Source: an optimization exercise on an open RTL-to-GDS flow (aim: small area, a short achievable clock period and few clock cycles). Production flows keep margins and buffers that such runs may drop.
RTL that was checked went through simulation tests only; none was proved equivalent to the original.
Power is estimated from default activity; no workload was simulated.

Design icache_ctrl, start of the top module:
module icache_ctrl #(
  parameter int unsigned LINES       = 16,
  parameter int unsigned MEM_LATENCY = 1
) (
  input  logic         clk,
  input  logic         reset,
  input  logic         pc_valid,
  input  logic [31:0]  pc,
  input  logic         flush,
  output logic [31:0]  inst,
  output logic         inst_valid,
  output logic         stall,
  output logic [31:0]  mem_address,
  input  logic [127:0] mem_dataline,
  output logic [31:0]  hit_count,
  output logic [31:0]  miss_count
);
Size in the first run: roughly 290 I/O pins, ~22,000 um2 of cells after synthesis.
==> module icache_ctrl, before the edit <==
module icache_ctrl #(
  parameter int unsigned LINES       = 16,
  parameter int unsigned MEM_LATENCY = 1
) (
  input  logic         clk,
  input  logic         reset,
  input  logic         pc_valid,
  input  logic [31:0]  pc,
  input  logic         flush,
  output logic [31:0]  inst,
  output logic         inst_valid,
  output logic         stall,
  output logic [31:0]  mem_address,
  input  logic [127:0] mem_dataline,
  output logic [31:0]  hit_count,
  output logic [31:0]  miss_count
);
  localparam int unsigned IDX   = $clog2(LINES);
  localparam int unsigned TAG_W = 28 - IDX;
  logic [27:0]        buf_line_q;     
  logic               buf_ok_q;       
  logic               pending_q;      
  logic [27:0]        buf_line_inc;
  logic               buf_hit;
  logic               next_line;
  logic               req;
  logic [31:0]        hit_count_q;
  logic [31:0]        miss_count_q;
  logic [LINES-1:0]   valid_q;
  logic [TAG_W-1:0]   tag_q [LINES];
  logic [IDX-1:0]     buf_idx;
  logic [TAG_W-1:0]   buf_tag;
  logic               buf_present;
  logic               lookup;
  logic               new_miss;
  assign req          = pc_valid && !flush && !reset;
  assign buf_hit      = buf_ok_q && (pc[31:4] == buf_line_q);
  assign buf_line_inc = buf_line_q + 28'd1;
  assign next_line    = buf_hit && (pc[3:2] == 2'd3);
  assign inst_valid  = req && buf_hit;
  assign stall       = pc_valid && !reset && (flush || !buf_hit);
  assign mem_address = {next_line ? buf_line_inc : pc[31:4], 4'b0000};
  assign buf_idx     = buf_line_q[IDX-1:0];
  assign buf_tag     = buf_line_q[27:IDX];
  assign buf_present = valid_q[buf_idx] && (tag_q[buf_idx] == buf_tag);
  assign lookup      = pending_q || inst_valid;
  assign new_miss    = lookup && !buf_present;
  assign hit_count   = hit_count_q;
  assign miss_count  = miss_count_q;
  always_comb begin
    case (pc[3:2])
      2'd0:    inst = mem_dataline[127:96];
      2'd1:    inst = mem_dataline[95:64];
      2'd2:    inst = mem_dataline[63:32];
      default: inst = mem_dataline[31:0];
    endcase
  end
  always_ff @(posedge clk or posedge reset) begin
    if (reset) begin
      buf_ok_q     <= 1'b0;
      pending_q    <= 1'b0;
      hit_count_q  <= 32'h0;
      miss_count_q <= 32'h0;
      valid_q      <= '0;
    end else begin
      buf_ok_q  <= !flush;
      pending_q <= req && !buf_hit;
      if (inst_valid && hit_count_q != 32'hFFFF_FFFF)
        hit_count_q <= hit_count_q + 32'd1;
      if (new_miss && miss_count_q != 32'hFFFF_FFFF)
        miss_count_q <= miss_count_q + 32'd1;
      if (flush)
        valid_q <= '0;
      else if (new_miss)
        valid_q[buf_idx] <= 1'b1;
    end
  end
  always_ff @(posedge clk) begin
    buf_line_q <= mem_address[31:4];
    if (new_miss)
      tag_q[buf_idx] <= buf_tag;
  end
endmodule
export LEC_CHECK = 0
export CAP_MARGIN = 20
export CORE_MARGIN = 2
export CORE_UTILIZATION = 40
export SETUP_SLACK_MARGIN = 2.0
export SLEW_MARGIN = 20
create_clock -name core_clock -period 6.0 [get_ports {clk}]
run.sh (not shown) runs the stock make flow with config.mk's settings and CLKGATE_MAP_FILE= SYNTH_SCRIPT=/design/flow/synth_recipe.tcl, a recipe that flattens the netlist after the stock synthesis.
The baseline passed the timing, design-rule and antenna checks.
Next try:
==> flow/design.v (replaced) <==
module icache_ctrl #(
  parameter int unsigned LINES       = 16,
  parameter int unsigned MEM_LATENCY = 1
) (
  input  logic         clk,
  input  logic         reset,
  input  logic         pc_valid,
  input  logic [31:0]  pc,
  input  logic         flush,
  output logic [31:0]  inst,
  output logic         inst_valid,
  output logic         stall,
  output logic [31:0]  mem_address,
  input  logic [127:0] mem_dataline,
  output logic [31:0]  hit_count,
  output logic [31:0]  miss_count
);
  localparam int unsigned IDX   = $clog2(LINES);
  localparam int unsigned TAG_W = 28 - IDX;
  logic [27:0]        buf_line_q;     
  logic               buf_ok_q;       
  logic [27:0]        buf_line_inc;
  logic               buf_hit;
  logic               next_line;
  logic               req;
  logic [31:0]        hit_count_q;
  logic [31:0]        miss_count_q;
  logic [LINES-1:0]   valid_q;
  logic [TAG_W-1:0]   tag_q [LINES];
  logic [IDX-1:0]     req_idx;
  logic [TAG_W-1:0]   req_tag;
  logic               tag_miss;
  logic               new_miss;
  assign req       = pc_valid && !flush && !reset;
  assign buf_hit   = buf_ok_q && (pc[31:4] == buf_line_q);
  assign next_line = buf_ok_q && (pc[3:2] == 2'd3) && (pc[7:4] == buf_line_q[3:0]);
  always_comb begin
    for (int i = 0; i < 28; i++)
      buf_line_inc[i] = buf_line_q[i] ^ (&(buf_line_q | ~((28'd1 << i) - 28'd1)));
  end
  assign inst_valid  = req && buf_hit;
  assign stall       = pc_valid && !reset && (flush || !buf_hit);
  assign mem_address = {next_line ? buf_line_inc : pc[31:4], 4'b0000};
  assign req_idx  = pc[3+IDX:4];
  assign req_tag  = pc[31:4+IDX];
  assign tag_miss = !(valid_q[req_idx] && (tag_q[req_idx] == req_tag));
  assign new_miss = req && tag_miss;
  assign hit_count   = hit_count_q;
  assign miss_count  = miss_count_q;
  always_comb begin
    case (pc[3:2])
      2'd0:    inst = mem_dataline[127:96];
      2'd1:    inst = mem_dataline[95:64];
      2'd2:    inst = mem_dataline[63:32];
      default: inst = mem_dataline[31:0];
    endcase
  end
  always_ff @(posedge clk or posedge reset) begin
    if (reset) begin
      buf_ok_q     <= 1'b0;
      hit_count_q  <= 32'h0;
      miss_count_q <= 32'h0;
      valid_q      <= '0;
    end else begin
      buf_ok_q  <= !flush;
      if (inst_valid && hit_count_q != 32'hFFFF_FFFF)
        hit_count_q <= hit_count_q + 32'd1;
      if (new_miss && miss_count_q != 32'hFFFF_FFFF)
        miss_count_q <= miss_count_q + 32'd1;
      if (flush)
        valid_q <= '0;
      else if (new_miss)
        valid_q[req_idx] <= 1'b1;
    end
  end
  always_ff @(posedge clk) begin
    buf_line_q <= mem_address[31:4];
    if (new_miss)
      tag_q[req_idx] <= req_tag;
  end
endmodule
After rerunning:
- The new run ran to the end with no violations
- non-clock buffer count climbs by 16
- sequential share of layout area hardly moves
- power is higher by 5.0%
- worst setup slack gains 0.23 ns
- clock skew goes up by 0.022 ns
- sequential cell count falls by 1
- global-route usage went up by 0.30 points
- via count increases by about 0.65%
- cell area goes down by 0.38%
- register-to-register slack improves by 0.61 ns
- clock power grows by about 10%
- utilization drops by 0.33 points
Testbench counts after the change, summed over its fixed seeds: cycles 36,683.
For the first run of this note, only the layout was checked, not whether the RTL still works.

==> separate check: timing with driven ports <==
The flow's constraints put no driver on any port. The routed layouts listed below were extracted and timed again, unchanged, in two steps. Step 1: set_driving_cell puts a clkbuf_16 on clk and a buf_2 on each other input, an assumption about the parent block. Step 2 moves the port delays by t, midway between the first and last clock arrival at a register: inputs arrive t later, outputs are due t later. That takes back most of the time a late clock gives input paths. a / b / c = ideal / step 1 / step 2; a / b = the first two.
run	t, ns	setup WS [ns]	worst hold slack (ns)
the first run	0.653	1.465 / 1.403 / 0.921	0.489 / 0.489 / 0.489
the second run	0.659	1.697 / 1.633 / 0.974	0.485 / 0.485 / 0.485
After both steps setup and hold are still met in every run listed. The setup slack of the second run, which loses most, moves by -0.064 ns with the drivers and by -0.723 ns with both steps.
